This is an optimization exercise on Yosys and OpenROAD, whose aim is small area and a short achievable clock period, not a production implementation.
The RTL was checked by simulation tests, not by an equivalence proof against the original design.
No activity file was given, so power comes from the tool's default toggle rates.

File: design.v
package alu_pkg;
    localparam int DATA_WIDTH   = 32;
    localparam int SHAMT_WIDTH  = 5;                           
    localparam int OPCODE_WIDTH = 6;
    localparam logic [OPCODE_WIDTH-1:0] OP_ADD    = 6'h00;
    localparam logic [OPCODE_WIDTH-1:0] OP_SUB    = 6'h01;
    localparam logic [OPCODE_WIDTH-1:0] OP_ADDSAT = 6'h02;
    localparam logic [OPCODE_WIDTH-1:0] OP_SUBSAT = 6'h03;
    localparam logic [OPCODE_WIDTH-1:0] OP_AND    = 6'h10;
    localparam logic [OPCODE_WIDTH-1:0] OP_OR     = 6'h11;
    localparam logic [OPCODE_WIDTH-1:0] OP_XOR    = 6'h12;
    localparam logic [OPCODE_WIDTH-1:0] OP_NOT    = 6'h13;
    localparam logic [OPCODE_WIDTH-1:0] OP_NOR    = 6'h14;
    localparam logic [OPCODE_WIDTH-1:0] OP_SHL    = 6'h15;
    localparam logic [OPCODE_WIDTH-1:0] OP_SHR    = 6'h16;
    localparam logic [OPCODE_WIDTH-1:0] OP_SAR    = 6'h17;
    localparam logic [OPCODE_WIDTH-1:0] OP_ROTL   = 6'h18;
    localparam logic [OPCODE_WIDTH-1:0] OP_ROTR   = 6'h19;
    localparam logic [OPCODE_WIDTH-1:0] OP_EQ     = 6'h20;
    localparam logic [OPCODE_WIDTH-1:0] OP_NE     = 6'h21;
    localparam logic [OPCODE_WIDTH-1:0] OP_LTS    = 6'h22;
    localparam logic [OPCODE_WIDTH-1:0] OP_LES    = 6'h23;
    localparam logic [OPCODE_WIDTH-1:0] OP_GTS    = 6'h24;
    localparam logic [OPCODE_WIDTH-1:0] OP_GES    = 6'h25;
    localparam logic [OPCODE_WIDTH-1:0] OP_LTU    = 6'h26;
    localparam logic [OPCODE_WIDTH-1:0] OP_LEU    = 6'h27;
    localparam logic [OPCODE_WIDTH-1:0] OP_GTU    = 6'h28;
    localparam logic [OPCODE_WIDTH-1:0] OP_GEU    = 6'h29;
endpackage
module operand_stage (
    input  logic        clk,
    input  logic        rst,
    input  logic        valid_instruction,
    input  logic [5:0]  opcode,
    input  logic [31:0] operand_a,
    input  logic [31:0] operand_b,
    input  logic        use_immediate,
    input  logic [31:0] immediate_value,
    output logic [31:0] p_q,
    output logic [31:0] g_q,
    output logic        cin_q,         
    output logic        inv_q,         
    output logic        valid_q,
    output logic        arith_q,       
    output logic        sat_q,         
    output logic [2:0]  lut_q,         
    output logic        rot_q,         
    output logic        shr_q,         
    output logic        shl_q,         
    output logic        fill_q,        
    output logic        cmpu_q,
    output logic        cmps_q,
    output logic        cmpeq_q
);
    logic [31:0] b_sel;
    logic [31:0] b_c;
    logic        invb, kill, left, cin, inv;
    logic        d_arith, d_sat, d_rot, d_shr, d_shl, d_fill, d_cmpu, d_cmps, d_cmpeq;
    logic [2:0]  d_lut;
    logic        shift;
    logic [4:0]  amt;
    assign b_sel = use_immediate ? immediate_value : operand_b;
    always_comb begin
        invb = 1'b0; kill = 1'b0; left = 1'b0; cin = 1'b0; inv = 1'b0;
        d_arith = 1'b0; d_sat = 1'b0; d_lut = 3'b000;
        d_rot = 1'b0; d_shr = 1'b0; d_shl = 1'b0; d_fill = 1'b0;
        d_cmpu = 1'b0; d_cmps = 1'b0; d_cmpeq = 1'b0;
        case (opcode)
            alu_pkg::OP_ADD:    d_arith = 1'b1;
            alu_pkg::OP_SUB:    begin d_arith = 1'b1; invb = 1'b1; cin = 1'b1; end
            alu_pkg::OP_ADDSAT: d_sat = 1'b1;
            alu_pkg::OP_SUBSAT: begin d_sat = 1'b1; invb = 1'b1; cin = 1'b1; end
            alu_pkg::OP_AND:    d_lut = 3'b100;
            alu_pkg::OP_OR:     d_lut = 3'b110;
            alu_pkg::OP_XOR:    d_lut = 3'b010;
            alu_pkg::OP_NOT:    begin d_lut = 3'b010; invb = 1'b1; kill = 1'b1; end
            alu_pkg::OP_NOR:    d_lut = 3'b001;
            alu_pkg::OP_SHL:    begin kill = 1'b1; left = 1'b1; d_shl = 1'b1; end
            alu_pkg::OP_SHR:    begin kill = 1'b1; d_shr = 1'b1; end
            alu_pkg::OP_SAR:    begin kill = 1'b1; d_shr = 1'b1; d_fill = 1'b1; end
            alu_pkg::OP_ROTL:   begin kill = 1'b1; left = 1'b1; d_rot = 1'b1; end
            alu_pkg::OP_ROTR:   begin kill = 1'b1; d_rot = 1'b1; end
            alu_pkg::OP_EQ:     begin invb = 1'b1; d_cmpeq = 1'b1; end
            alu_pkg::OP_NE:     begin invb = 1'b1; d_cmpeq = 1'b1; inv = 1'b1; end
            alu_pkg::OP_LTS:    begin invb = 1'b1; d_cmps = 1'b1; cin = 1'b1; inv = 1'b1; end
            alu_pkg::OP_LES:    begin invb = 1'b1; d_cmps = 1'b1; inv = 1'b1; end
            alu_pkg::OP_GTS:    begin invb = 1'b1; d_cmps = 1'b1; end
            alu_pkg::OP_GES:    begin invb = 1'b1; d_cmps = 1'b1; cin = 1'b1; end
            alu_pkg::OP_LTU:    begin invb = 1'b1; d_cmpu = 1'b1; cin = 1'b1; inv = 1'b1; end
            alu_pkg::OP_LEU:    begin invb = 1'b1; d_cmpu = 1'b1; inv = 1'b1; end
            alu_pkg::OP_GTU:    begin invb = 1'b1; d_cmpu = 1'b1; end
            alu_pkg::OP_GEU:    begin invb = 1'b1; d_cmpu = 1'b1; cin = 1'b1; end
            default: ;
        endcase
    end
    assign shift = kill & ~invb;
    assign amt   = left ? 5'd0 - b_sel[4:0] : b_sel[4:0];
    assign b_c   = (b_sel & {32{~kill}}) ^ {32{invb}};
    always_ff @(posedge clk) begin
        p_q        <= operand_a ^ b_c;
        g_q[31:5]  <= operand_a[31:5] & b_c[31:5];
        g_q[4:0]   <= shift ? amt : (operand_a[4:0] & b_c[4:0]);
        cin_q      <= cin;
        inv_q      <= inv;
    end
    always_ff @(posedge clk or posedge rst) begin
        if (rst) begin
            valid_q <= 1'b0;
            arith_q <= 1'b0;
            sat_q   <= 1'b0;
            lut_q   <= 3'b000;
            rot_q   <= 1'b0;
            shr_q   <= 1'b0;
            shl_q   <= 1'b0;
            fill_q  <= 1'b0;
            cmpu_q  <= 1'b0;
            cmps_q  <= 1'b0;
            cmpeq_q <= 1'b0;
        end else begin
            valid_q <= valid_instruction;
            arith_q <= valid_instruction & d_arith;
            sat_q   <= valid_instruction & d_sat;
            lut_q   <= {3{valid_instruction}} & d_lut;
            rot_q   <= valid_instruction & d_rot;
            shr_q   <= valid_instruction & d_shr;
            shl_q   <= valid_instruction & d_shl;
            fill_q  <= valid_instruction & d_fill;
            cmpu_q  <= valid_instruction & d_cmpu;
            cmps_q  <= valid_instruction & d_cmps;
            cmpeq_q <= valid_instruction & d_cmpeq;
        end
    end
endmodule
module adder_unit (
    input  logic [31:0] p,
    input  logic [31:0] g,
    input  logic        cin,
    output logic [31:0] sum,
    output logic        c31,          
    output logic        cout          
);
    logic [31:0] gl [0:5];
    logic [31:0] pl [0:5];
    always_comb begin
        gl[0] = g;
        pl[0] = p;
        gl[0][0] = g[0] | (p[0] & cin);
    end
    for (genvar l = 0; l < 5; l++) begin : g_level
        for (genvar i = 0; i < 32; i++) begin : g_bit
            if (i >= (1 << l)) begin : g_op
                assign gl[l+1][i] = gl[l][i] | (pl[l][i] & gl[l][i-(1<<l)]);
                assign pl[l+1][i] = pl[l][i] & pl[l][i-(1<<l)];
            end else begin : g_pass
                assign gl[l+1][i] = gl[l][i];
                assign pl[l+1][i] = pl[l][i];
            end
        end
    end
    assign sum  = p ^ {gl[5][30:0], cin};
    assign c31  = gl[5][30];
    assign cout = gl[5][31];
endmodule
module logic_shift_unit (
    input  logic [31:0] p,
    input  logic [31:0] g,
    input  logic [2:0]  lut,
    input  logic        rot,
    input  logic        shr,
    input  logic        shl,
    input  logic        fill,
    output logic [31:0] out
);
    logic [4:0]  m;
    logic [31:0] r [0:5];
    logic [31:0] hi;            
    logic [31:0] keep;
    logic        mz;
    assign m = g[4:0];
    assign r[0] = p;
    for (genvar k = 0; k < 5; k++) begin : g_rot
        assign r[k+1] = m[k] ? {r[k][(1<<k)-1:0], r[k][31:(1<<k)]} : r[k];
    end
    assign mz = (m == 5'd0);
    for (genvar i = 0; i < 32; i++) begin : g_mask
        assign hi[i] = ({1'b0, m} + 6'(i)) >= 6'd32;
    end
    assign keep = {32{rot}} | ({32{shr}} & ~hi) | ({32{shl}} & (hi | {32{mz}}));
    assign out = (r[5] & keep)
               | ({32{fill & p[31]}} & hi)
               | (g & {32{lut[2]}})
               | (p & {32{lut[1]}})
               | (~(g | p) & {32{lut[0]}});
endmodule
module compare_unit (
    input  logic [31:0] p,
    input  logic        g31,
    input  logic        c31,
    input  logic        cout,
    input  logic        inv,
    input  logic        cmpu,
    input  logic        cmps,
    input  logic        cmpeq,
    output logic        flag
);
    logic eq;
    logic cout_s;
    assign eq     = &p;                        
    assign cout_s = p[31] ? c31 : ~g31;
    assign flag   = ((cmpeq & eq) | (cmpu & cout) | (cmps & cout_s)) ^ (inv & (cmpeq | cmpu | cmps));
endmodule
module result_stage (
    input  logic        clk,
    input  logic        rst,
    input  logic        valid,
    input  logic        arith,
    input  logic        sat,
    input  logic        cin,
    input  logic        g31,
    input  logic        p31,
    input  logic [31:0] sum,
    input  logic        c31,
    input  logic        cout,
    input  logic [31:0] logic_shift,
    input  logic        flag,
    output logic        resp_valid,
    output logic [31:0] resp_result,
    output logic        resp_carry,
    output logic        resp_overflow,
    output logic        resp_zero,
    output logic        resp_negative
);
    logic        ovf;
    logic        clamp;
    logic [31:0] result_d;
    assign ovf   = ~p31 & (c31 ^ g31);
    assign clamp = sat & ovf;
    assign result_d = (sum & {32{arith | (sat & ~ovf)}})
                    | ({g31, {31{~g31}}} & {32{clamp}})
                    | logic_shift
                    | {32{flag}};
    always_ff @(posedge clk or posedge rst) begin
        if (rst) begin
            resp_valid    <= 1'b0;
            resp_result   <= '0;
            resp_carry    <= 1'b0;
            resp_overflow <= 1'b0;
        end else begin
            resp_valid    <= valid;
            resp_result   <= result_d;
            resp_carry    <= arith & (cout ^ cin);
            resp_overflow <= (arith | sat) & ovf;
        end
    end
    assign resp_zero     = resp_valid & ~|resp_result;
    assign resp_negative = resp_result[31];
endmodule
module int_alu_core (
    input  logic        clk,
    input  logic        rst,
    input  logic        valid_instruction,
    input  logic [5:0]  opcode,
    input  logic [31:0] operand_a,
    input  logic [31:0] operand_b,
    input  logic        use_immediate,
    input  logic [31:0] immediate_value,
    output logic        resp_valid,
    output logic [31:0] resp_result,
    output logic        resp_carry,
    output logic        resp_overflow,
    output logic        resp_zero,
    output logic        resp_negative
);
    logic [31:0] p, g, sum, ls_out;
    logic        cin, inv, valid, arith, sat, rot, shr, shl, fill, cmpu, cmps, cmpeq;
    logic [2:0]  lut;
    logic        c31, cout, flag;
    operand_stage u_operand_stage (
        .clk (clk), .rst (rst),
        .valid_instruction (valid_instruction), .opcode (opcode),
        .operand_a (operand_a), .operand_b (operand_b),
        .use_immediate (use_immediate), .immediate_value (immediate_value),
        .p_q (p), .g_q (g), .cin_q (cin), .inv_q (inv), .valid_q (valid),
        .arith_q (arith), .sat_q (sat), .lut_q (lut), .rot_q (rot), .shr_q (shr),
        .shl_q (shl), .fill_q (fill), .cmpu_q (cmpu), .cmps_q (cmps), .cmpeq_q (cmpeq)
    );
    adder_unit u_adder_unit (
        .p (p), .g (g), .cin (cin), .sum (sum), .c31 (c31), .cout (cout)
    );
    logic_shift_unit u_logic_shift_unit (
        .p (p), .g (g), .lut (lut), .rot (rot), .shr (shr), .shl (shl), .fill (fill),
        .out (ls_out)
    );
    compare_unit u_compare_unit (
        .p (p), .g31 (g[31]), .c31 (c31), .cout (cout), .inv (inv),
        .cmpu (cmpu), .cmps (cmps), .cmpeq (cmpeq), .flag (flag)
    );
    result_stage u_result_stage (
        .clk (clk), .rst (rst), .valid (valid), .arith (arith), .sat (sat), .cin (cin),
        .g31 (g[31]), .p31 (p[31]), .sum (sum), .c31 (c31), .cout (cout),
        .logic_shift (ls_out), .flag (flag),
        .resp_valid (resp_valid), .resp_result (resp_result), .resp_carry (resp_carry),
        .resp_overflow (resp_overflow), .resp_zero (resp_zero), .resp_negative (resp_negative)
    );
endmodule
module alu_top (
    input  logic        clk,
    input  logic        rst,
    input  logic        valid_instruction,
    input  logic [5:0]  opcode,
    input  logic [31:0] operand_a,
    input  logic [31:0] operand_b,
    input  logic        use_immediate,
    input  logic [31:0] immediate_value,
    output logic        resp_valid,
    output logic [31:0] resp_result,
    output logic        resp_carry,
    output logic        resp_overflow,
    output logic        resp_zero,
    output logic        resp_negative
);
    int_alu_core u_core (
        .clk               (clk),
        .rst               (rst),
        .valid_instruction (valid_instruction),
        .opcode            (opcode),
        .operand_a         (operand_a),
        .operand_b         (operand_b),
        .use_immediate     (use_immediate),
        .immediate_value   (immediate_value),
        .resp_valid        (resp_valid),
        .resp_result       (resp_result),
        .resp_carry        (resp_carry),
        .resp_overflow     (resp_overflow),
        .resp_zero         (resp_zero),
        .resp_negative     (resp_negative)
    );
endmodule
File: flow/run.sh
#!/bin/bash
# Own layout flow: the standard ORFS flow (standard.sh, standard synthesis
# unchanged), with the I/O port buffers inserted as buf_1 cells instead of the
# cell buffer_ports picks by default. The resizer still upsizes them as needed.
set -euo pipefail
export BUFFER_PORTS_ARGS="-buffer_cell sky130_fd_sc_hd__buf_1"
bash standard.sh finish > flow_make.log 2>&1
File: standard.sh
#!/bin/bash
# synth_recipe.tcl (not shown) runs the flow's synth.tcl, then flattens the netlist and writes it again
# the make line also repeats each setting of config.mk as NAME=value (left out here)
make -C /OpenROAD-flow-scripts/flow DESIGN_CONFIG=/design/flow/config.mk WORK_HOME=/design/flow/orfs CLKGATE_MAP_FILE= SYNTH_SCRIPT=/design/flow/synth_recipe.tcl "${@:-finish}"
File: config.mk
export PLATFORM = sky130hd
export DESIGN_NAME = alu_top
export DESIGN_NICKNAME = alu_top
export VERILOG_FILES = /design/flow/design.v
export SDC_FILE = /design/flow/constraint.sdc
export NUM_CORES = 4
export LEC_CHECK = 0
export ABC_CLOCK_PERIOD_IN_PS = 2500
export CAP_MARGIN = 20
export CORE_MARGIN = 2
export CORE_UTILIZATION = 60
export CTS_BUF_LIST = sky130_fd_sc_hd__clkbuf_8
export SETUP_SLACK_MARGIN = 3.5
export SLEW_MARGIN = 20
File: constraint.sdc
create_clock -name core_clock -period 6.0 [get_ports {clk}]
set_input_delay 1.2000 -clock core_clock [delete_from_list [all_inputs] [get_ports {clk}]]
set_output_delay 1.2000 -clock core_clock [all_outputs]
set_load 0.01 [all_outputs]
==> impl_metrics.toml, run 1 <==
[min_path]
holdPathEnd = "u_core.u_result_stage.resp_valid"
whs_path_depth = 0
hold_class = "flip-flop to flip-flop"
min_from = "u_core.u_operand_stage.valid_q"

[global_route]
antenna_found_initial = 0
top_usage_layer = "met2"
grt_pass1_vias = 8682
grtUsageTotal = 0.3992
met2_usage = 0.5839
grt_max_degree = 49
grtUsageMet1 = 0.5436
grt_pass1_wl_um = 51030
grt.overflow.total = 0
grt_use_met3 = 0.1214

[worst_setup_path]
r2r_setup_slack_ns = 3.02
slowest_stage = "a311oi_2"
critPathLaunchType = "flip-flop"
crit_type = "flip-flop to flip-flop"
slowest_delay_ns = 0.47
reg2reg_to = "u_core.u_result_stage.resp_result[25]"
timing.rr.start = "u_core.u_operand_stage.g_q[3]"
critPathMaxFanout = 39
end_kind = "flip-flop"
ff2ff_path_depth = 10
cp.required_ns = 6.33
path_cells = "buf_12 -> nor3_2 -> nand2_1 -> a31oi_2 -> o31ai_2 -> a311oi_2 -> o21ai_2 -> a21boi_0 -> xor2_1 -> o211ai_2"
crit_arrival_ns = 3.31

[clock_tree]
cts_buffer_depth = 2
cts_tree = "built"
numCtsBuffers = 17
cts_sinks = 114
insertion_delay_ns = 0.47
clk_pin_slew_worst_paths_ns = 0.07
cts_hold_buf = 0
root_buffer = "clkbuf_8"
htreeDepth = 4

[die]
core_mm2 = 0.01577
die_h_um = 130.4
start_util = 0.6074
fp-row-count = 46
die_w_um = 130.4
boundaryPins = 143
die_area_mm2 = 0.01699

[place]
postPlaceCellArea_mm2 = 0.01043
dp_hpwl_um = 23210
gp_congestion = 1.043
port-buffer-count = 142

[timing]
tns_ns = 0
finClkSkew_ns = 0.02154
slew-limit-headroom = 0.4313
tightest_slew_ns = 0.8480
setup_viol = 0
rsz0062_at_grt = "true"
final_max_slew_viol_count = 0
hold_viol = 0
fmax_ghz = 0.3361
fin_crit_ns = 2.975
period_share = 0.4959

[logic_synthesis]
synth-seq-cells = 114
synth_seq_area_share = 0.2633
synth_top_area_frac = 0.1379
post_synth_num_cell_types = 80
syn-num-nets = 1265
yosysTopAreaCell = "dfxtp_1"
async_reset_ff_frac = 0.4211
synth.yosys.warnings = 327
synth_edf_count = 0
ys_top_cells_by_area = "dfxtp_1 (14%), dfrtp_1 (13%), mux2i_1 (7.5%), mux4_2 (7.5%), ha_1 (5.6%)"
avgSynthCellArea_um2 = 8.584
synth_ff_type = "dfxtp_1"
netlist_instances = 1116
synth_area_mm2 = 0.009579

[pwr]
intPower_mw = 1.867
clkPwrFrac = 0.233
power_leakage_nw = 4.693
vdd_ir_drop_max_mv = 0.1519
power_frac_seq = 0.349
power.switching_mw = 1.415
swShare = 0.4311
comb_power_share = 0.419
powerDensity_mw_per_mm2 = 281.8

[final_layout]
drive_gt1_frac = 0.2346
fin_nets = 1372
areaGrowthSynthToFinish_pct = 21.56
nFillCells = 1208
fin_area_mm2 = 0.01164
antenna_cells = 0

[detailed_routing]
post_drt_wl_per_cell_um = 23.84
first_iter_violations = 1898
num_vias = 9894
postRouteAntennaNets = 0
first_pass_iters = 7
viasPerCell = 6.814
postRouteWirelength_um = 34620
drcViolationCount = 0

[status]
status = "no timing/DRC/antenna violations"

[run]
cap_viol_max_count = 0
## metrics by stage
step / utilization / cells / total power, mW / hold slack [ns] / setup slack, ns
6_report: 0.7384 / 1452 / 3.281 / 0.3556 / 3.025
5_1_grt: 0.7384 / 1452 / 3.393 / 0.3678 / 2.960
4_1_cts: 0.7189 / 1443 / 3.160 / 0.3582 / 3.068
3_5_place_dp: 0.6613 / 1389 / 2.328 / 0.3418 / 2.254
3_3_place_gp: 0.6612 / 1389 / 2.318 / 0.3347 / 2.256
2_1_floorplan: - / 1116 / 1.948 / 0.3312 / 3.026
## critical path: cells and delay by family, from the launching register on
kind | cells | cell delay [ns]
buffers and inverters | 1 | 0.19
and+or+nand+nor | 2 | 0.38
AOI/OAI and AO/OA | 6 | 1.48
xor gates and xnor gates | 1 | 0.41
DFF | 1 | 0.39
## synth_stat cells (4+ instances only)
| cell | n |
|---|---|
| o21bai_1 | 7 |
| buf_4 | 4 |
| and2_1 | 9 |
| mux4_2 | 32 |
| a31oi_1 | 9 |
| nand3_1 | 13 |
| ha_1 | 43 |
| and3_1 | 4 |
| a21o_1 | 13 |
| nor3b_1 | 23 |
| a22o_1 | 8 |
| and4_1 | 4 |
| nor2_1 | 111 |
| buf_2 | 21 |
| xnor2_1 | 19 |
| clkbuf_1 | 59 |
| nand4_1 | 15 |
| nor2b_1 | 8 |
| buf_6 | 5 |
| o22ai_1 | 6 |
| nor3_1 | 13 |
| o21a_1 | 4 |
| o21ai_1 | 9 |
| nand2_1 | 104 |
| nand2b_1 | 4 |
| a21oi_1 | 68 |
| dfxtp_1 | 66 |
| o211ai_2 | 5 |
| mux2i_1 | 72 |
| inv_1 | 15 |
| nor4_1 | 9 |
| buf_1 | 12 |
| dfrtp_1 | 48 |
| o211ai_1 | 24 |
| mux2_2 | 16 |
| a2111oi_0 | 4 |
| a221oi_1 | 30 |
| o21ai_0 | 83 |
| a221o_1 | 7 |
| xor2_1 | 48 |
## cell usage in the layout, fill, tap and decap left out, drive strengths merged, types with 19 or more instances in the layout
cell,instances
mux2i,72
a21oi,69
nor2,111
mux4,32
o21ai,93
ha,43
dfrtp,48
buf,182
clkbuf,27
o211ai,29
nand2,106
a221oi,32
dfxtp,66
xnor2,19
nor3b,23
xor2,48
## cells by family after synthesis
logic type,synth area share
AO/OA/AOI/OAI,0.2325
XOR/XNOR,0.06126
adder cells (fa/ha/maj),0.05617
buffers and inverters,0.05407
flip-flops,0.2633
multiplexers,0.1693
AND/OR/NAND/NOR,0.1634
## state kept, by name, summed over array words and instances, names as in the netlist, 3 cells and up
signal,flops
u_core.u_operand_stage.p_q,32
u_core.u_operand_stage.lut_q,3
u_core.u_result_stage.resp_result,32
u_core.u_operand_stage.g_q,32
## power by group through the flow
stage                     combinational [mW]  sequential, mW  clock, mW
final                                   1.37            1.14      0.763
after global routing                    1.45            1.15      0.792
after CTS                               1.28            1.11      0.765
after detailed placement                1.21            1.12          0
after global placement                  1.20            1.12          0
after floorplan                         1.00           0.948          0
## worst max-delay path by stage
stage / depth (start not counted) / slack, ns / end / from
final: 10 / 3.02 / u_core.u_result_stage.resp_result[25] / u_core.u_operand_stage.g_q[3]
after global routing: 12 / 2.96 / u_core.u_result_stage.resp_result[11] / u_core.u_operand_stage.p_q[0]
after CTS: 12 / 3.07 / u_core.u_result_stage.resp_result[11] / u_core.u_operand_stage.p_q[0]
after detailed placement: 10 / 2.25 / u_core.u_operand_stage.g_q[1] / opcode[1]
after global placement: 7 / 2.26 / u_core.u_result_stage.resp_result[17] / u_core.u_operand_stage.g_q[0]
after floorplan: 14 / 3.03 / u_core.u_result_stage.resp_result[21] / u_core.u_operand_stage.g_q[0]
## layout make-up
class                   instances  area, um^2  share of cell area
clock buffers                  22       302.8             0.02600
clock inverters                10       106.4            0.009133
inverters                      16       86.33            0.007414
multi-input cells             887        7188              0.6173
flip-flops and latches        114        2586              0.2221
well taps                     216       270.3             0.02321
repair buffers                187        1105             0.09488
## layer usage
layer,part of all wire,routed length (um),up-vias
met3,0.13,4582,165
met5,0,0,-
met4,0.056,1939,0
met2,0.42,14620,830
met1,0.39,13480,4529
li1,-,-,4370
## what timing repair did
item,in CTS,in global routing
pin swaps,16,11
cloned,4,3
buffers inserted,18,6
resized for setup,83,53
setup endpoints to repair,97,71
==> run 2: changes to the inputs <==
--- a/config.mk
+++ b/config.mk
@@ -5,10 +5,10 @@
 export SDC_FILE = /design/flow/constraint.sdc
 export NUM_CORES = 4
 export LEC_CHECK = 0
-export ABC_CLOCK_PERIOD_IN_PS = 2500
+export ABC_CLOCK_PERIOD_IN_PS = 3000
 export CAP_MARGIN = 20
 export CORE_MARGIN = 2
 export CORE_UTILIZATION = 60
 export CTS_BUF_LIST = sky130_fd_sc_hd__clkbuf_8
-export SETUP_SLACK_MARGIN = 3.5
+export SETUP_SLACK_MARGIN = 3.0
 export SLEW_MARGIN = 20
==> run 2 against run 1 <==
Net effect: still clean on timing, DRC and antenna; clock power increased by 0.9%; utilization is 4.5 points lower; sequential share of layout area grew 1.1 points; non-clock buffer count down 12; synthesized area is the same; power is 2.2% lower; routed wire length fell by 4.5%; die area is the same; setup slack got worse by 0.087 ns; flip-flop and latch count unchanged; via count shrank 1.7%; critical path type unchanged; highest routed layer unchanged.
==> impl_metrics.toml, run 2 <==
[place]
gp_congestion = 1.002
dp_hpwl_um = 23580
post-place-ws_ns = 2.223
port-buffer-count = 142

[logic_synthesis]
synth_top_area_frac = 0.1379
synth_ff_type = "dfxtp_1"
muxShareOfSynthArea = 0.1693
netlist_instances = 1116
ys_top_cells_by_count = "nor2_1 (111), nand2_1 (104), o21ai_0 (83), mux2i_1 (72), a21oi_1 (68)"
async_reset_ff_frac = 0.4211
ys_top_cells_by_area = "dfxtp_1 (14%), dfrtp_1 (13%), mux2i_1 (7.5%), mux4_2 (7.5%), ha_1 (5.6%)"
synth_area_mm2 = 0.009579
post_synth_num_cell_types = 80
syn-num-nets = 1265
avgSynthCellArea_um2 = 8.584
synth_fa_ha_area_frac = 0.05617
yosysTopAreaCell = "dfxtp_1"
synth_compound_gate_area_share = 0.2325
post-synth-top-count-cell = "nor2_1"
synthSimpleGateAreaFrac = 0.1634
synth_edf_count = 0
synth_seq_area_share = 0.2633
synthXorXnorAreaFrac = 0.06126
synth-seq-cells = 114
synth_top_family_by_area = "compound AO/OA/AOI/OAI gates"
synth.yosys.warnings = 327

[worst_setup_path]
path_buf_inv = 1
end_kind = "flip-flop"
cp.required_ns = 6.32
crit_arrival_ns = 3.38
timing.rr.start = "u_core.u_operand_stage.p_q[15]"
ff2ff_path_depth = 10
path_cells = "a21oi_1 -> nor2_1 -> a211oi_1 -> nand3_2 -> a2111o_1 -> a32oi_4 -> o31a_4 -> buf_12 -> o221a_1 -> nand3_1"
critPathMaxFanout = 12
slowest_delay_ns = 0.57
cpLargestDelayFamily = "compound AO/OA/AOI/OAI gates"
critPathLaunchType = "flip-flop"
crit_type = "flip-flop to flip-flop"
slowest_stage = "a211oi_1"
reg2reg_to = "u_core.u_result_stage.resp_result[11]"
r2r_setup_slack_ns = 2.94

[clock_tree]
cts_hold_buf = 0
htreeDepth = 4
numCtsBuffers = 17
clk_pin_slew_worst_paths_ns = 0.09
cts_tree = "built"
cts_buffer_depth = 2
insertion_delay_ns = 0.46
cts_sinks = 114
root_buffer = "clkbuf_8"

[die]
boundaryPins = 143
start_util = 0.6074
core_mm2 = 0.01577
die_h_um = 130.4
die_area_mm2 = 0.01699
die_w_um = 130.4
fp-row-count = 46

[final_layout]
nFillCells = 1307
top_regs = "u_core.u_operand_stage.g_q: 32 flops, u_core.u_operand_stage.p_q: 32 flops, u_core.u_result_stage.resp_result: 32 flops"
areaGrowthSynthToFinish_pct = 14.19
drive_gt1_frac = 0.1446
antenna_cells = 0
fin_nets = 1360
final_cell_mix = "buf_1 (140), nor2_1 (110), nand2_1 (104)"
final_common_cell = "buf_1"

[min_path]
min_from = "u_core.u_operand_stage.valid_q"
whs_path_depth = 0
hold_class = "flip-flop to flip-flop"
holdPathEnd = "u_core.u_result_stage.resp_valid"

[timing]
fin_crit_ns = 3.062
slew-limit-headroom = 0.3720
setup_viol = 0
tns_ns = 0
fmax_ghz = 0.3266
final_max_slew_viol_count = 0
rsz0062_at_grt = "true"
hold_viol = 0
period_share = 0.5104
finClkSkew_ns = 0.02453
fin_ws_ns = 2.938
tightest_slew_ns = 0.9421

[global_route]
grt.overflow.total = 0
grt_pass1_wl_um = 49850
antenna_found_initial = 1
grt_max_degree = 49
grtUsageTotal = 0.3936
grt_pass1_vias = 8549

[detailed_routing]
first_pass_iters = 9
drcViolationCount = 0
postRouteAntennaNets = 0
first_iter_violations = 1550
num_vias = 9721
viasPerCell = 6.751
post_drt_wl_per_cell_um = 22.95
postRouteWirelength_um = 33040

[run]
cap_viol_max_count = 0

[pwr]
powerDensity_mw_per_mm2 = 293.3
power_leakage_nw = 4.557
vdd_ir_drop_max_mv = 0.2092

[status]
status = "no timing/DRC/antenna violations"
## run 2: what timing repair did
action                                  CTS  global route
endpoints found under the setup margin   33            53
cloned                                    3             0
buffers inserted                         11             4
gates resized for setup                  30            26
pin swaps                                 8             7
## run 2: power breakdown
part           internal, mW  switching, mW
registers             0.860          0.273
clock network         0.419          0.351
logic                 0.535          0.770
total                  1.81           1.39
## run 2: worst max path at each step
stage | to | slack [ns] | depth (start not counted) | startpoint
after detailed placement | u_core.u_result_stage.resp_result[11] | 2.22 | 10 | u_core.u_operand_stage.g_q[0]
final | u_core.u_result_stage.resp_result[11] | 2.94 | 10 | u_core.u_operand_stage.p_q[15]
after CTS | u_core.u_result_stage.resp_result[20] | 3.00 | 13 | u_core.u_operand_stage.p_q[0]
after global routing | u_core.u_result_stage.resp_result[18] | 2.86 | 12 | u_core.u_operand_stage.cin_q
after floorplan | u_core.u_result_stage.resp_result[21] | 3.01 | 14 | u_core.u_operand_stage.g_q[0]
after global placement | u_core.u_result_stage.resp_result[11] | 2.34 | 10 | u_core.u_operand_stage.g_q[0]
## run 2: routing by layer
metal	GRT usage	vias to the layer above	wire length, um
met4	0.1877	0	1712
li1	-	4334	-
met5	0	-	0
met1	0.5507	4436	13170
met2	0.5654	819	13820
met3	0.1058	132	4341
## run 2: stage by stage
stage / hold slack [ns] / std cells / util / area [um^2] / total power, mW
4_1_cts: 0.3642 / 1436 / 0.6857 / 10810 / 3.124
2_1_floorplan: 0.3312 / 1116 / - / 9625 / 1.913
3_5_place_dp: 0.3378 / 1390 / 0.6404 / 10100 / 2.311
3_3_place_gp: 0.3383 / 1390 / 0.6404 / 10100 / 2.304
5_1_grt: 0.3735 / 1440 / 0.6936 / 10940 / 3.348
6_report: 0.3632 / 1440 / 0.6936 / 10940 / 3.209
## run 2: logic make-up (layout without fill, tap and decap cells)
group | after synthesis | after routing
AOI/OAI and AO/OA | 324 | 326
xor gates and xnor gates | 67 | 67
buffers and inverters | 117 | 223
DFF | 114 | 114
muxes | 120 | 120
and+or+nand+nor | 331 | 331
adders and majority gates | 43 | 43
## run 2: layout make-up
class	instances	area, um^2	share of cell area
Inverter	16	63.81	0.005834
Clock buffer	18	247.7	0.02265
Clock inverter	14	161.4	0.01476
Timing Repair Buffer	175	859.6	0.07859
Tap cell	216	270.3	0.02471
Multi-Input combinational cell	887	6790	0.6208
Sequential cell	114	2545	0.2327
==> run 3: changes to the inputs <==
==> run.sh (new file) <==
#!/bin/bash
# synth_recipe.tcl (not shown) runs the flow's synth.tcl, then flattens the netlist and writes it again
# the make line also repeats each setting of config.mk as NAME=value (left out here)
make -C /OpenROAD-flow-scripts/flow DESIGN_CONFIG=/design/flow/config.mk WORK_HOME=/design/flow/orfs CLKGATE_MAP_FILE= SYNTH_SCRIPT=/design/flow/synth_recipe.tcl finish
==> config.mk (replaced) <==
export PLATFORM = sky130hd
export DESIGN_NAME = alu_top
export DESIGN_NICKNAME = alu_top
export VERILOG_FILES = /design/flow/design.v
export SDC_FILE = /design/flow/constraint.sdc
export NUM_CORES = 4
export LEC_CHECK = 0
export CAP_MARGIN = 20
export CORE_MARGIN = 2
export CORE_UTILIZATION = 40
export SLEW_MARGIN = 20
removed: flow/run.sh
removed: standard.sh
==> run 3 against run 2 <==
Net effect: clock-buffer cell count up 2; setup slack worse by 0.94 ns; hold slack worse by 0.014 ns; sequential power about the same; routed wire length down 1.0%; highest routed layer unchanged.
==> impl_metrics.toml, run 3 <==
[logic_synthesis]
synth-seq-cells = 114
syn-num-nets = 1265
netlist_instances = 1116
ys_top_cells_by_count = "nor2_1 (111), nand2_1 (104), o21ai_0 (83), mux2i_1 (72), a21oi_1 (68)"
synth.yosys.warnings = 327
ys_top_cells_by_area = "dfxtp_1 (14%), dfrtp_1 (13%), mux2i_1 (7.5%), mux4_2 (7.5%), ha_1 (5.6%)"
async_reset_ff_frac = 0.4211
synth_area_mm2 = 0.009579
post-synth-top-count-cell = "nor2_1"
synth_edf_count = 0
post_synth_num_cell_types = 80
synth_top_area_frac = 0.1379
synth_ff_type = "dfxtp_1"
synth_seq_area_share = 0.2633
yosysTopAreaCell = "dfxtp_1"
avgSynthCellArea_um2 = 8.584

[clock_tree]
clk_pin_slew_worst_paths_ns = 0.07
cts_resized = 0
htreeDepth = 4
numCtsBuffers = 17
insertion_delay_ns = 0.44
cts_buffer_depth = 2
cts_sinks = 114
cts_tree = "built"
root_buffer = "clkbuf_16"
cts_setup_buffers = 0
cts_hold_buf = 0

[detailed_routing]
postRouteWirelength_um = 32700
first_pass_iters = 5
postRouteAntennaNets = 0
post_drt_wl_per_cell_um = 21.49
num_vias = 9241
first_iter_violations = 1107
viasPerCell = 6.072
drcViolationCount = 0

[global_route]
grt.overflow.total = 0
grt_pass1_wl_um = 49400
antenna_found_initial = 0
grt_max_degree = 49
grt_pass1_vias = 8434
grtUsageTotal = 0.2526

[timing]
finClkSkew_ns = 0.02548
fin_crit_ns = 4.001
period_share = 0.6669
slew-limit-headroom = 0.3952
fmax_ghz = 0.2499
hold_slack_ns = 0.3489
tightest_slew_ns = 0.9072
tns_ns = 0
final_max_slew_viol_count = 0
rsz0062_at_grt = "false"
fin_ws_ns = 1.999
setup_viol = 0
hold_viol = 0

[final_layout]
final_common_cell = "clkdlybuf4s50_1"
antenna_cells = 0
nFillCells = 2223
drive_gt1_frac = 0.1039
final_cells = 1522
top_regs = "u_core.u_operand_stage.g_q: 32 flops, u_core.u_operand_stage.p_q: 32 flops, u_core.u_result_stage.resp_result: 32 flops"
final_cell_mix = "clkdlybuf4s50_1 (141), nor2_1 (111), nand2_1 (104)"
fin_nets = 1341
areaGrowthSynthToFinish_pct = 21.55
final_core_util = 0.4961

[worst_setup_path]
crit_path_end = "u_core.u_result_stage.resp_result[16]"
ff2ff_path_depth = 8
startpoint = "u_core.u_operand_stage.g_q[3]"
end_kind = "flip-flop"
critPathMaxFanout = 48
cp.required_ns = 6.22
r2r_setup_slack_ns = 2.00
crit_type = "flip-flop to flip-flop"
timing.rr.start = "u_core.u_operand_stage.g_q[3]"
crit_arrival_ns = 4.22
critPathLaunchType = "flip-flop"
reg2reg_to = "u_core.u_result_stage.resp_result[16]"

[pwr]
power.switching_mw = 1.354
swShare = 0.4019
vdd_ir_drop_max_mv = 0.1504
powerDensity_mw_per_mm2 = 289.3
intPower_mw = 2.015
power_leakage_nw = 4.788
comb_power_share = 0.383
clkPwrFrac = 0.285
power_frac_seq = 0.333

[status]
status = "no timing/DRC/antenna violations"

[place]
post-place-ws_ns = 1.787
dp_hpwl_um = 24290
placed_cells = 1491
gp_congestion = 0.9934
port-buffer-count = 142

[run]
cap_viol_max_count = 0

[die]
start_util = 0.4081
die_w_um = 158.8
die_h_um = 158.8
boundaryPins = 143
die_area_mm2 = 0.02520
fp-row-count = 56
core_mm2 = 0.02347

[min_path]
hold_class = "flip-flop to flip-flop"
-- run 3: cell counts after synthesis --
Identical to the previous run, type by type.
-- run 3: cell families (layout without fill, tap and decap cells) --
| group | count (synthesis) | after routing | share of synthesized area |
|---|---|---|---|
| compound gates | 324 | 324 | 0.2325 |
| xor+xnor | 67 | 67 | 0.06126 |
| fa+ha+maj | 43 | 43 | 0.05617 |
| buf+inv | 117 | 204 | 0.05407 |
| flops | 114 | 114 | 0.2633 |
| mux | 120 | 120 | 0.1693 |
| simple gates | 331 | 331 | 0.1634 |
-- run 3: per-layer routing --
layer / share of wire / track usage
met1: 0.42 / 0.3593
met5: 0 / 0
met2: 0.42 / 0.3541
met4: 0.035 / 0.1122
met3: 0.13 / 0.06923
-- run 3: how the worst min path moves through the flow --
| stage | slack, ns | endpoint | cells after the start | start |
|---|---|---|---|---|
| 2_1_floorplan | 0.33 | u_core.u_result_stage.resp_valid | 0 | u_core.u_operand_stage.valid_q |
| 3_3_place_gp | 0.34 | u_core.u_result_stage.resp_valid | 0 | u_core.u_operand_stage.valid_q |
| 3_5_place_dp | 0.34 | u_core.u_result_stage.resp_valid | 0 | u_core.u_operand_stage.valid_q |
| 4_1_cts | 0.35 | u_core.u_result_stage.resp_valid | 0 | u_core.u_operand_stage.valid_q |
| 5_1_grt | 0.37 | u_core.u_result_stage.resp_valid | 0 | u_core.u_operand_stage.valid_q |
| 6_report | 0.35 | u_core.u_result_stage.resp_valid | 0 | u_core.u_operand_stage.valid_q |
-- run 3: layout make-up --
| class | instances | area (um^2) | share of cell area |
|---|---|---|---|
| multi-input cells | 885 | 6570 | 0.5643 |
| clock buffers | 20 | 457.9 | 0.03933 |
| repair buffers | 158 | 1540 | 0.1323 |
| clock inverters | 10 | 87.58 | 0.007522 |
| flip-flops and latches | 114 | 2527 | 0.2171 |
| well taps | 319 | 399.1 | 0.03428 |
| inverters | 16 | 61.31 | 0.005265 |
-- run 3: metrics by stage --
step | power (mW) | cell area [um^2]
floorplan | 1.904 | 9579
global placement | 2.361 | 11080
detailed placement | 2.370 | 11090
CTS | 3.338 | 11630
global route | 3.523 | 11640
finish | 3.368 | 11640
-- run 3: power groups by stage --
stage	Clock (mW)	Sequential, mW	Combinational [mW]
6_report	0.959	1.12	1.29
5_1_grt	1.01	1.13	1.38
4_1_cts	0.974	1.11	1.26
3_5_place_dp	0	1.12	1.25
3_3_place_gp	0	1.12	1.24
2_1_floorplan	0	0.947	0.957
-- run 3: critical path, stage by stage, from the launching register on --
cell	delay (ns)
dfxtp_2	0.91
inv_2	0.50
nand2_1	0.24
a31o_2	0.18
a21oi_2	0.11
o41ai_4	0.60
nor2b_1	0.25
o31a_2	0.64
o211ai_1	0.32
==> run 4: changes to the inputs <==
--- a/config.mk
+++ b/config.mk
@@ -5,6 +5,7 @@
 export SDC_FILE = /design/flow/constraint.sdc
 export NUM_CORES = 4
 export LEC_CHECK = 0
+export ABC_AREA = 1
 export CAP_MARGIN = 20
 export CORE_MARGIN = 2
 export CORE_UTILIZATION = 40
==> run 4 against run 3 <==
Net effect: still clean; register-to-register slack improved by 0.89 ns; hold slack improved by 0.00054 ns; setup slack improved by 0.38 ns; die area increased by 11%; maximum frequency up 11%; first-iteration DRC count grew 14%; sequential power fell by 6%; power rose by 7.4%; clock skew shrank 0.010 ns; largest cell class unchanged; largest power group unchanged.
==> impl_metrics.toml, run 4 <==
[status]
status = "no timing/DRC/antenna violations"

[logic_synthesis]
synth_fa_ha_area_frac = 0.05040
synth_area_mm2 = 0.01067
synth.yosys.warnings = 327
async_reset_ff_frac = 0.4211
synth_compound_gate_area_share = 0.1281
synth_top_family_by_area = "simple AND/OR/NAND/NOR gates"
synth_ff_type = "dfxtp_1"
synthSimpleGateAreaFrac = 0.4086
netlist_instances = 1651
synth-seq-cells = 114
yosysTopAreaCell = "nand2_1"
synth_edf_count = 0
synth_seq_area_share = 0.2363
post-synth-top-count-cell = "nand2_1"
synth_top_area_frac = 0.1618
muxShareOfSynthArea = 0.03329
avgSynthCellArea_um2 = 6.465
synthXorXnorAreaFrac = 0.04185
post_synth_num_cell_types = 58
syn-num-nets = 1800
ys_top_cells_by_area = "nand2_1 (16%), dfxtp_1 (12%), nand3_1 (12%), dfrtp_1 (11%), ha_1 (5.0%)"
ys_top_cells_by_count = "nand2_1 (460), nand3_1 (257), inv_1 (131), nor2_1 (119), dfxtp_1 (66)"

[global_route]
grt_pass1_wl_um = 69320
antenna_found_initial = 0
grt_pass1_vias = 11350
grt_max_degree = 68
grt.overflow.total = 0
grtUsageTotal = 0.3270

[detailed_routing]
viasPerCell = 5.803
num_vias = 12020
first_pass_iters = 27
post_drt_wl_per_cell_um = 22.10
drcViolationCount = 0
postRouteWirelength_um = 45790
first_iter_violations = 1267
postRouteAntennaNets = 0

[timing]
hold_slack_ns = 0.3495
finClkSkew_ns = 0.01549
tns_ns = 0
hold_viol = 0
setup_viol = 0
final_max_slew_viol_count = 0
period_share = 0.6028
tightest_slew_ns = 1.037
slew-limit-headroom = 0.3013
fmax_ghz = 0.2765
fin_crit_ns = 3.617
rsz0062_at_grt = "false"

[pwr]
powerDensity_mw_per_mm2 = 285.6
p_total_mw = 3.618
power_leakage_nw = 6.104
vdd_ir_drop_max_mv = 0.1562

[clock_tree]
numCtsBuffers = 17
cts_setup_buffers = 0
insertion_delay_ns = 0.44
clk_pin_slew_worst_paths_ns = 0.06
cts_hold_buf = 0
htreeDepth = 4
cts_sinks = 114
cts_tree = "built"
root_buffer = "clkbuf_16"
cts_resized = 0
cts_buffer_depth = 2

[die]
fp-row-count = 59
die_w_um = 167.4
boundaryPins = 143
die_h_um = 167.4
die_area_mm2 = 0.02801
core_mm2 = 0.02613
start_util = 0.4085

[place]
gp_congestion = 1.034
port-buffer-count = 142
dp_hpwl_um = 35650

[final_layout]
final_common_cell = "nand2_1"
fin_nets = 1873
antenna_cells = 0
top_regs = "u_core.u_operand_stage.g_q: 32 flops, u_core.u_operand_stage.p_q: 32 flops, u_core.u_result_stage.resp_result: 32 flops"
final_cell_mix = "nand2_1 (460), nand3_1 (257), clkdlybuf4s50_1 (142)"
drive_gt1_frac = 0.09960
areaGrowthSynthToFinish_pct = 18.68

[min_path]
hold_class = "flip-flop to flip-flop"

[worst_setup_path]
crit_arrival_ns = 2.42
crit_type = "flip-flop to primary output"
cp.required_ns = 4.80
critPathMaxFanout = 2
end_kind = "primary output"
critPathLaunchType = "flip-flop"

[run]
cap_viol_max_count = 0
run 4: cell type report:
type / count / area [um^2]
fill: 2730 / 13460
multi-input combinational: 1289 / 7077
sequential: 114 / 2524
timing repair buffer: 152 / 1516
inverter: 150 / 568.0
clock buffer: 18 / 439.2
tap: 335 / 419.2
clock inverter: 14 / 125.1
run 4: final timing paths:
kind | from | to | slack (ns) | cells past startpoint
worst min register to register | u_core.u_operand_stage.valid_q | u_core.u_result_stage.resp_valid | 0.35 | 0
worst max register to register | u_core.u_operand_stage.g_q[1] | u_core.u_result_stage.resp_result[19] | 2.89 | 16
worst min-delay path | u_core.u_operand_stage.valid_q | u_core.u_result_stage.resp_valid | 0.35 | 0
max in group asynchronous | rst | u_core.u_operand_stage.cmpeq_q | 4.36 | 3
worst max-delay path | u_core.u_result_stage.resp_result[27] | resp_zero | 2.38 | 4
min in group asynchronous | rst | u_core.u_result_stage.resp_result[23] | 1.14 | 2
run 4: critical path, stage by stage, from the launching register on:
cell and delay [ns]:
dfrtp_1 0.38, or4_1 0.54, nor3_1 0.22, nor4b_1 0.26, clkdlybuf4s50_1 0.59
run 4: power breakdown:
part           leakage [nW]  internal [mW]  switching [mW]
logic                  4.63          0.503            1.06
registers              1.20          0.861           0.190
clock network         0.265          0.583           0.422
total                  6.10           1.95            1.67
run 4: logic make-up after synthesis:
group | after synthesis
and+or+nand+nor | 957
buffers and inverters | 248
AOI/OAI and AO/OA | 206
DFF | 114
xor gates and xnor gates | 51
adders and majority gates | 43
muxes | 32
run 4: stage by stage:
stage / utilization / area (um^2) / cells / worst slack (ns)
floorplan: - / 10670 / 1651 / 3.234
global placement: 0.4621 / 12080 / 2039 / 2.084
detailed placement: 0.4621 / 12080 / 2039 / 2.012
CTS: 0.4837 / 12640 / 2071 / 2.363
global route: 0.4848 / 12670 / 2072 / 2.156
finish: 0.4848 / 12670 / 2072 / 2.383
run 4: per-layer routing:
metal  routed length (um)  global-route usage  up-vias
met5                    0                   0        -
met4                 2671              0.1599        0
met3                 4527             0.06736      129
met2                19930              0.5142      695
met1                18660              0.4283     5545
li1                     -                   -     5655
==> run 5: changes to the inputs <==
--- a/design.v
+++ b/design.v
@@ -38,6 +38,8 @@
     input  logic [31:0] immediate_value,
     output logic [31:0] p_q,
     output logic [31:0] g_q,
+    output logic [4:0]  m_q,           
+    output logic [4:0]  mn_q,          
     output logic        cin_q,         
     output logic        inv_q,         
     output logic        valid_q,
@@ -52,14 +54,12 @@
     output logic        cmps_q,
     output logic        cmpeq_q
 );
-    logic [31:0] b_sel;
+    logic        sel_imm, sel_reg;
     logic [31:0] b_c;
     logic        invb, kill, left, cin, inv;
     logic        d_arith, d_sat, d_rot, d_shr, d_shl, d_fill, d_cmpu, d_cmps, d_cmpeq;
     logic [2:0]  d_lut;
-    logic        shift;
-    logic [4:0]  amt;
-    assign b_sel = use_immediate ? immediate_value : operand_b;
+    logic [4:0]  n, amt;
     always_comb begin
         invb = 1'b0; kill = 1'b0; left = 1'b0; cin = 1'b0; inv = 1'b0;
         d_arith = 1'b0; d_sat = 1'b0; d_lut = 3'b000;
@@ -93,15 +93,18 @@
             default: ;
         endcase
     end
-    assign shift = kill & ~invb;
-    assign amt   = left ? 5'd0 - b_sel[4:0] : b_sel[4:0];
-    assign b_c   = (b_sel & {32{~kill}}) ^ {32{invb}};
+    assign sel_imm = use_immediate & ~kill;
+    assign sel_reg = ~use_immediate & ~kill;
+    assign b_c     = ((immediate_value & {32{sel_imm}}) | (operand_b & {32{sel_reg}})) ^ {32{invb}};
+    assign n   = use_immediate ? immediate_value[4:0] : operand_b[4:0];
+    assign amt = left ? 5'd0 - n : n;
     always_ff @(posedge clk) begin
-        p_q        <= operand_a ^ b_c;
-        g_q[31:5]  <= operand_a[31:5] & b_c[31:5];
-        g_q[4:0]   <= shift ? amt : (operand_a[4:0] & b_c[4:0]);
-        cin_q      <= cin;
-        inv_q      <= inv;
+        p_q   <= operand_a ^ b_c;
+        g_q   <= operand_a & b_c;
+        m_q   <= amt;
+        mn_q  <= ~amt;
+        cin_q <= cin;
+        inv_q <= inv;
     end
     always_ff @(posedge clk or posedge rst) begin
         if (rst) begin
@@ -135,9 +138,7 @@
     input  logic [31:0] p,
     input  logic [31:0] g,
     input  logic        cin,
-    output logic [31:0] sum,
-    output logic        c31,          
-    output logic        cout          
+    output logic [32:0] c
 );
     logic [31:0] gl [0:5];
     logic [31:0] pl [0:5];
@@ -157,13 +158,13 @@
             end
         end
     end
-    assign sum  = p ^ {gl[5][30:0], cin};
-    assign c31  = gl[5][30];
-    assign cout = gl[5][31];
+    assign c = {gl[5], cin};
 endmodule
 module logic_shift_unit (
     input  logic [31:0] p,
     input  logic [31:0] g,
+    input  logic [4:0]  m,
+    input  logic [4:0]  mn,
     input  logic [2:0]  lut,
     input  logic        rot,
     input  logic        shr,
@@ -171,20 +172,16 @@
     input  logic        fill,
     output logic [31:0] out
 );
-    logic [4:0]  m;
     logic [31:0] r [0:5];
     logic [31:0] hi;            
     logic [31:0] keep;
     logic        mz;
-    assign m = g[4:0];
     assign r[0] = p;
     for (genvar k = 0; k < 5; k++) begin : g_rot
-        assign r[k+1] = m[k] ? {r[k][(1<<k)-1:0], r[k][31:(1<<k)]} : r[k];
-    end
-    assign mz = (m == 5'd0);
-    for (genvar i = 0; i < 32; i++) begin : g_mask
-        assign hi[i] = ({1'b0, m} + 6'(i)) >= 6'd32;
+        assign r[k+1] = (r[k] | {32{m[k]}}) & ({r[k][(1<<k)-1:0], r[k][31:(1<<k)]} | {32{mn[k]}});
     end
+    assign mz   = ~|m;
+    assign hi   = ~(32'hFFFF_FFFF >> m);               
     assign keep = {32{rot}} | ({32{shr}} & ~hi) | ({32{shl}} & (hi | {32{mz}}));
     assign out = (r[5] & keep)
                | ({32{fill & p[31]}} & hi)
@@ -216,11 +213,9 @@
     input  logic        arith,
     input  logic        sat,
     input  logic        cin,
+    input  logic [31:0] p,
     input  logic        g31,
-    input  logic        p31,
-    input  logic [31:0] sum,
-    input  logic        c31,
-    input  logic        cout,
+    input  logic [32:0] c,
     input  logic [31:0] logic_shift,
     input  logic        flag,
     output logic        resp_valid,
@@ -232,13 +227,21 @@
 );
     logic        ovf;
     logic        clamp;
+    logic        add_en;
+    logic [31:0] r0, r1;        
     logic [31:0] result_d;
-    assign ovf   = ~p31 & (c31 ^ g31);
-    assign clamp = sat & ovf;
-    assign result_d = (sum & {32{arith | (sat & ~ovf)}})
-                    | ({g31, {31{~g31}}} & {32{clamp}})
-                    | logic_shift
-                    | {32{flag}};
+    assign ovf    = ~p[31] & (c[31] ^ g31);
+    assign clamp  = sat & ovf;
+    assign add_en = arith | sat;
+    assign r0 = logic_shift | (p & {32{add_en}});
+    assign r1 = logic_shift | (~p & {32{add_en}});
+    always_comb begin
+        for (int i = 0; i < 32; i++) begin
+            result_d[i] = c[i] ? r1[i] : r0[i];
+        end
+        if (clamp) result_d = {g31, {31{~g31}}};     
+        if (flag)  result_d = '1;
+    end
     always_ff @(posedge clk or posedge rst) begin
         if (rst) begin
             resp_valid    <= 1'b0;
@@ -248,8 +251,8 @@
         end else begin
             resp_valid    <= valid;
             resp_result   <= result_d;
-            resp_carry    <= arith & (cout ^ cin);
-            resp_overflow <= (arith | sat) & ovf;
+            resp_carry    <= arith & (c[32] ^ cin);
+            resp_overflow <= add_en & ovf;
         end
     end
     assign resp_zero     = resp_valid & ~|resp_result;
@@ -271,34 +274,35 @@
     output logic        resp_zero,
     output logic        resp_negative
 );
-    logic [31:0] p, g, sum, ls_out;
+    logic [31:0] p, g, ls_out;
+    logic [32:0] c;
+    logic [4:0]  m, mn;
     logic        cin, inv, valid, arith, sat, rot, shr, shl, fill, cmpu, cmps, cmpeq;
     logic [2:0]  lut;
-    logic        c31, cout, flag;
+    logic        flag;
     operand_stage u_operand_stage (
         .clk (clk), .rst (rst),
         .valid_instruction (valid_instruction), .opcode (opcode),
         .operand_a (operand_a), .operand_b (operand_b),
         .use_immediate (use_immediate), .immediate_value (immediate_value),
-        .p_q (p), .g_q (g), .cin_q (cin), .inv_q (inv), .valid_q (valid),
+        .p_q (p), .g_q (g), .m_q (m), .mn_q (mn), .cin_q (cin), .inv_q (inv), .valid_q (valid),
         .arith_q (arith), .sat_q (sat), .lut_q (lut), .rot_q (rot), .shr_q (shr),
         .shl_q (shl), .fill_q (fill), .cmpu_q (cmpu), .cmps_q (cmps), .cmpeq_q (cmpeq)
     );
     adder_unit u_adder_unit (
-        .p (p), .g (g), .cin (cin), .sum (sum), .c31 (c31), .cout (cout)
+        .p (p), .g (g), .cin (cin), .c (c)
     );
     logic_shift_unit u_logic_shift_unit (
-        .p (p), .g (g), .lut (lut), .rot (rot), .shr (shr), .shl (shl), .fill (fill),
-        .out (ls_out)
+        .p (p), .g (g), .m (m), .mn (mn), .lut (lut), .rot (rot), .shr (shr), .shl (shl),
+        .fill (fill), .out (ls_out)
     );
     compare_unit u_compare_unit (
-        .p (p), .g31 (g[31]), .c31 (c31), .cout (cout), .inv (inv),
+        .p (p), .g31 (g[31]), .c31 (c[31]), .cout (c[32]), .inv (inv),
         .cmpu (cmpu), .cmps (cmps), .cmpeq (cmpeq), .flag (flag)
     );
     result_stage u_result_stage (
         .clk (clk), .rst (rst), .valid (valid), .arith (arith), .sat (sat), .cin (cin),
-        .g31 (g[31]), .p31 (p[31]), .sum (sum), .c31 (c31), .cout (cout),
-        .logic_shift (ls_out), .flag (flag),
+        .p (p), .g31 (g[31]), .c (c), .logic_shift (ls_out), .flag (flag),
         .resp_valid (resp_valid), .resp_result (resp_result), .resp_carry (resp_carry),
         .resp_overflow (resp_overflow), .resp_zero (resp_zero), .resp_negative (resp_negative)
     );
==> flow/run.sh (new file) <==
#!/bin/bash
# Own layout flow: the standard ORFS flow (standard.sh, standard synthesis
# unchanged), with the I/O port buffers inserted as buf_1 cells instead of the
# cell buffer_ports picks by default. The resizer still upsizes them as needed.
set -euo pipefail
export BUFFER_PORTS_ARGS="-buffer_cell sky130_fd_sc_hd__buf_1"
bash standard.sh finish > flow_make.log 2>&1
==> standard.sh (new file) <==
#!/bin/bash
# synth_recipe.tcl (not shown) runs the flow's synth.tcl, then flattens the netlist and writes it again
# the make line also repeats each setting of config.mk as NAME=value (left out here)
make -C /OpenROAD-flow-scripts/flow DESIGN_CONFIG=/design/flow/config.mk WORK_HOME=/design/flow/orfs CLKGATE_MAP_FILE= SYNTH_SCRIPT=/design/flow/synth_recipe.tcl "${@:-finish}"
--- a/config.mk
+++ b/config.mk
@@ -5,8 +5,10 @@
 export SDC_FILE = /design/flow/constraint.sdc
 export NUM_CORES = 4
 export LEC_CHECK = 0
-export ABC_AREA = 1
+export ABC_CLOCK_PERIOD_IN_PS = 2500
 export CAP_MARGIN = 20
 export CORE_MARGIN = 2
-export CORE_UTILIZATION = 40
+export CORE_UTILIZATION = 45
+export CTS_BUF_LIST = sky130_fd_sc_hd__clkbuf_8
+export SETUP_SLACK_MARGIN = 3.5
 export SLEW_MARGIN = 20
removed: run.sh
==> run 5 against run 4 <==
Net effect: clock-buffer cell count is 1 lower; final cell count is 22% lower; critical path depth stayed put; sequential share of layout area is 2.1 points higher; still clean; cell area is 0.87% higher; via count is 10% lower; setup slack better by 0.76 ns; die area is 20% lower; utilization is 13 points higher; largest cell class unchanged; first-iteration DRC count is 13% higher; combinational power is 5% lower.
==> impl_metrics.toml, run 5 <==
[status]
status = "no timing/DRC/antenna violations"

[place]
postPlaceCellArea_mm2 = 0.01039
gp_congestion = 1.033
dp_hpwl_um = 28600
port-buffer-count = 142

[detailed_routing]
drcViolationCount = 0
num_vias = 10780
post_drt_wl_per_cell_um = 25.63
wl_met1_um = 16830
routed-wl-met3_um = 4038
first_pass_iters = 6
viasPerCell = 6.691
postRouteAntennaNets = 0
wl_met2_um = 17860
first_iter_violations = 1426
postRouteWirelength_um = 41300
top_layer_used = "met4"

[die]
core_mm2 = 0.02096
die_h_um = 150.1
die_area_mm2 = 0.02253
start_util = 0.4584
fp-row-count = 53
die_w_um = 150.1
boundaryPins = 143

[pwr]
vdd_ir_drop_max_mv = 0.2248
intPower_mw = 1.961
clkPwrFrac = 0.223
power_leakage_nw = 4.848
comb_power_share = 0.423
powerDensity_mw_per_mm2 = 274.3
power.switching_mw = 1.543
swShare = 0.4403
power_frac_seq = 0.354

[timing]
period_share = 0.4766
tightest_slew_ns = 0.8984
rsz0062_at_grt = "true"
hold_viol = 0
tns_ns = 0
fin_crit_ns = 2.859
slew-limit-headroom = 0.4011
fmax_ghz = 0.3497
setup_viol = 0
final_max_slew_viol_count = 0
finClkSkew_ns = 0.02570

[final_layout]
drive_gt1_frac = 0.2897
final_common_cell = "buf_1"
antenna_cells = 0
final_cell_mix = "buf_1 (134), nand2_1 (65), buf_4 (62)"
fin_nets = 1470
areaGrowthSynthToFinish_pct = 33.03
nFillCells = 1866
fin_area_mm2 = 0.01278
top_regs = "u_core.u_operand_stage.g_q: 32 flops, u_core.u_operand_stage.p_q: 32 flops, u_core.u_result_stage.resp_result: 32 flops"

[clock_tree]
root_buffer = "clkbuf_8"
numCtsBuffers = 17
clk_pin_slew_worst_paths_ns = 0.09
cts_buffer_depth = 2
htreeDepth = 4
cts_sinks = 124
cts_tree = "built"
insertion_delay_ns = 0.47

[logic_synthesis]
avgSynthCellArea_um2 = 8.147
post-synth-top-count-cell = "nor2_1"
netlist_instances = 1179
synth_top_area_frac = 0.1584
synth.yosys.warnings = 327
yosysTopAreaCell = "dfxtp_1"
ys_top_cells_by_count = "nor2_1 (90), o21ai_0 (78), dfxtp_1 (76), a21oi_1 (73)"
synth_ff_type = "dfxtp_1"
ys_top_cells_by_area = "dfxtp_1 (16%), dfrtp_1 (13%), ha_1 (5.3%), xnor2_1 (4.3%), mux2i_1 (4.1%)"
post_synth_num_cell_types = 77
synth-seq-cells = 124
syn-num-nets = 1326
synth_seq_area_share = 0.2834
synth_area_mm2 = 0.009605
async_reset_ff_frac = 0.3871
synth_edf_count = 0

[worst_setup_path]
cp.required_ns = 4.80
critPathLaunchType = "flip-flop"
end_kind = "primary output"
critPathMaxFanout = 2
crit_arrival_ns = 1.66
crit_type = "flip-flop to primary output"

[run]
cap_viol_max_count = 0

[global_route]
grtUsageTotal = 0.3555
grt.overflow.total = 0
grt_pass1_wl_um = 59750
grt_max_degree = 49
grt_pass1_vias = 9648
antenna_found_initial = 0

[min_path]
hold_class = "flip-flop to flip-flop"
[run 5: power groups by stage]
| stage | Clock, mW | Sequential (mW) | Combinational, mW |
|---|---|---|---|
| 2_1_floorplan | 0 | 1.04 | 0.909 |
| 3_3_place_gp | 0 | 1.21 | 1.12 |
| 3_5_place_dp | 0 | 1.21 | 1.11 |
| 4_1_cts | 0.785 | 1.21 | 1.29 |
| 5_1_grt | 0.830 | 1.25 | 1.57 |
| 6_report | 0.782 | 1.24 | 1.48 |
[run 5: cells by family after synthesis]
logic type / share of synthesized area
AO/OA/AOI/OAI: 0.3402
AND/OR/NAND/NOR: 0.1561
buffers and inverters: 0.06265
flip-flops: 0.2834
XOR/XNOR: 0.06005
multiplexers: 0.04416
adder cells (fa/ha/maj): 0.05341
[run 5: per-layer routing]
layer | vias up | track usage
met4 | 0 | 0.1854
met1 | 5080 | 0.4891
li1 | 4793 | -
met3 | 154 | 0.06818
met5 | - | 0
met2 | 753 | 0.5288
[run 5: area by class of cell]
| class | count | area (um^2) | area share |
|---|---|---|---|
| Multi-Input combinational cell | 920 | 7572 | 0.5926 |
| Clock buffer | 17 | 234.0 | 0.01831 |
| Sequential cell | 124 | 2811 | 0.2200 |
| Tap cell | 275 | 344.1 | 0.02693 |
| Inverter | 22 | 107.6 | 0.008421 |
| Timing Repair Buffer | 234 | 1509 | 0.1181 |
| Clock inverter | 15 | 175.2 | 0.01371 |
| Timing Repair inverter | 4 | 25.02 | 0.001958 |
[run 5: worst paths after layout]
check | start | to | slack [ns] | cells past startpoint
worst max-delay path | u_core.u_result_stage.resp_result[7] | resp_zero | 3.14 | 4
worst min-delay path | u_core.u_operand_stage.valid_q | u_core.u_result_stage.resp_valid | 0.35 | 0
worst max register to register | u_core.u_operand_stage.g_q[1] | u_core.u_result_stage.resp_result[30] | 3.44 | 11
worst min register to register | u_core.u_operand_stage.valid_q | u_core.u_result_stage.resp_valid | 0.35 | 0
max in group asynchronous | rst | u_core.u_operand_stage.lut_q[0] | 4.62 | 2
min in group asynchronous | rst | u_core.u_operand_stage.valid_q | 0.83 | 2
[run 5: worst max-delay path, cell delays in order (launching register included)]
cell	delay (ns)
dfrtp_1	0.42
nor4_4	0.33
nand4_1	0.11
nor3_1	0.18
buf_2	0.16
[run 5: what timing repair did]
item / in CTS / in global routing
hold buffers: 0 / 0
cloned: 8 / 3
pin swaps: 35 / 51
setup buffers: 44 / 28
endpoints found under the setup margin: 105 / 69
gates resized for setup: 163 / 156
[run 5: through the flow]
| stage | hold WS (ns) | utilization | setup WS (ns) | power, mW | cells |
|---|---|---|---|---|---|
| 5_1_grt | 0.3668 | 0.6098 | 3.074 | 3.649 | 1611 |
| 4_1_cts | 0.3576 | 0.5683 | 3.140 | 3.285 | 1580 |
| 6_report | 0.3546 | 0.6098 | 3.141 | 3.505 | 1611 |
| 2_1_floorplan | 0.3312 | - | 3.353 | 1.948 | 1179 |
| 3_3_place_gp | 0.3317 | 0.4957 | 2.381 | 2.326 | 1496 |
| 3_5_place_dp | 0.3356 | 0.4957 | 2.370 | 2.318 | 1496 |
==> run 6: changes to the inputs <==
--- a/config.mk
+++ b/config.mk
@@ -8,7 +8,8 @@
 export ABC_CLOCK_PERIOD_IN_PS = 2500
 export CAP_MARGIN = 20
 export CORE_MARGIN = 2
-export CORE_UTILIZATION = 45
+export CORE_UTILIZATION = 50
 export CTS_BUF_LIST = sky130_fd_sc_hd__clkbuf_8
 export SETUP_SLACK_MARGIN = 3.5
 export SLEW_MARGIN = 20
+export TNS_END_PERCENT = 0
==> run 6 against run 5 <==
Net effect: cell area shrank 12%; via count shrank 4.1%; clock skew shrank 0.011 ns; clock power shrank 6.5%; flip-flop and latch count is the same; maximum frequency is essentially flat; clock-buffer cell count is the same; still clean on timing, DRC and antenna; combinational power shrank about 20%; global-route usage grew 0.39 points; hold slack gained 0.014 ns; final cell count shrank 6.1%; routed wire length shrank 10%.
==> impl_metrics.toml, run 6 <==
[logic_synthesis]
synth_fa_ha_area_frac = 0.05341
muxShareOfSynthArea = 0.04416
ys_top_cells_by_count = "nor2_1 (90), o21ai_0 (78), dfxtp_1 (76), a21oi_1 (73)"
synthXorXnorAreaFrac = 0.06005
yosysTopAreaCell = "dfxtp_1"
avgSynthCellArea_um2 = 8.147
synth_top_area_frac = 0.1584
post-synth-top-count-cell = "nor2_1"
synth_top_family_by_area = "compound AO/OA/AOI/OAI gates"
ys_top_cells_by_area = "dfxtp_1 (16%), dfrtp_1 (13%), ha_1 (5.3%), xnor2_1 (4.3%), mux2i_1 (4.1%)"
synth_area_mm2 = 0.009605
post_synth_num_cell_types = 77
netlist_instances = 1179
synth_seq_area_share = 0.2834
synth_ff_type = "dfxtp_1"
synthSimpleGateAreaFrac = 0.1561
synth_compound_gate_area_share = 0.3402
async_reset_ff_frac = 0.3871

[die]
boundaryPins = 143
die_h_um = 142.6
fp-row-count = 50
core_mm2 = 0.01877
die_area_mm2 = 0.02034
start_util = 0.5118

[worst_setup_path]
critPathMaxFanout = 29
cpLargestDelayFamily = "compound AO/OA/AOI/OAI gates"
slowest_stage = "a221oi_1"
end_kind = "flip-flop"
crit_type = "flip-flop to flip-flop"
path_buf_inv = 3
cp.required_ns = 6.37
slowest_delay_ns = 0.53
startpoint = "u_core.u_operand_stage.m_q[2]"
crit_top_cell = "buf_4"

[clock_tree]
cts_hold_buf = 0
htreeDepth = 4
cts_sinks = 124
insertion_delay_ns = 0.45
cts_tree = "built"
root_buffer = "clkbuf_8"
numCtsBuffers = 17

[status]
status = "no timing/DRC/antenna violations"

[final_layout]
seqCellArea_mm2 = 0.002735
final_common_cell = "buf_1"
nFillCells = 1706
final_core_util = 0.5997
top_regs = "u_core.u_operand_stage.g_q: 32 flops, u_core.u_operand_stage.p_q: 32 flops, u_core.u_result_stage.resp_result: 32 flops"
fin_nets = 1410
areaGrowthSynthToFinish_pct = 17.18
final_cell_mix = "buf_1 (138), o21ai_0 (73), nand2_1 (69)"

[timing]
final_max_slew_viol_count = 0
finClkSkew_ns = 0.01489
period_share = 0.4762
hold_slack_ns = 0.3684
fmax_ghz = 0.3500
fin_ws_ns = 3.143

[detailed_routing]
post_drt_wl_per_cell_um = 24.57
postRouteAntennaNets = 0
drcViolationCount = 0
viasPerCell = 6.836
first_pass_iters = 6

[place]
port-buffer-count = 142
post-place-ws_ns = 2.356

[global_route]
grtUsageTotal = 0.3594
grtUsageMet1 = 0.5003
grt_pass1_wl_um = 55370
antenna_found_initial = 0
grt_pass1_vias = 9172

[min_path]
min_from = "u_core.u_operand_stage.valid_q"

[pwr]
power_leakage_nw = 4.310

[run]
cap_viol_max_count = 0
run 6: area by class of cell:
cell class                 count  area share
multi-input combinational    919      0.6076
sequential                   124      0.2430
timing repair buffer         178     0.07915
tap                          234     0.02601
clock buffer                  17     0.02079
clock inverter                15     0.01456
inverter                      22    0.008004
timing repair inverter         1   0.0004446
antenna                        2   0.0004446
run 6: worst register-to-register path, cell delays in order (launching register included):
cell        delay, ns
dfxtp_1          0.31
buf_4            0.37
clkinvlp_4       0.25
buf_4            0.20
a22oi_1          0.50
o22ai_1          0.21
a221oi_1         0.53
nor2_1           0.18
o221ai_1         0.22
run 6: worst paths after layout:
kind	endpoint	slack [ns]	cells after the start
setup / recovery	u_core.u_result_stage.resp_result[25]	3.14	8
min in group asynchronous	u_core.u_result_stage.resp_valid	0.94	2
hold reg to reg	u_core.u_result_stage.resp_valid	0.37	0
setup reg to reg	u_core.u_result_stage.resp_result[25]	3.14	8
max in group asynchronous	u_core.u_result_stage.resp_result[27]	4.45	2
hold / removal	u_core.u_result_stage.resp_valid	0.37	0
run 6: per-layer routing:
layer | vias up | share of wire
met4 | 0 | 0.050
li1 | 4682 | -
met1 | 4816 | 0.42
met2 | 717 | 0.43
met5 | - | 0
met3 | 121 | 0.11
run 6: report_power, final:
group	leakage, nW	switching [mW]	total (mW)	internal [mW]
clock	0.203	0.355	0.731	0.376
combinational	2.83	0.722	1.19	0.469
sequential	1.28	0.256	1.20	0.945
total	4.31	1.33	3.12	1.79
run 6: cell families (layout without fill, tap and decap cells):
| group | after synthesis | after routing |
|---|---|---|
| compound gates | 464 | 467 |
| xor+xnor | 65 | 65 |
| fa+ha+maj | 41 | 41 |
| buf+inv | 140 | 233 |
| flops | 124 | 124 |
| mux | 42 | 42 |
| other cells | 0 | 2 |
| simple gates | 303 | 304 |
run 6: stage by stage:
stage	instance area, um^2	instances
after floorplan	9971	1179
after CTS	11060	1503
after global routing	11250	1510
final	11260	1512
after global placement	10340	1457
after detailed placement	10340	1457
run 6: timing repair:
item / in CTS / in global routing
pin swaps: 6 / 6
endpoints found under the setup margin: 105 / 105
endpoints found under the hold margin: 0 / 0
gates resized for setup: 33 / 35
gates cloned: 3 / 3
buffers inserted: 11 / 4
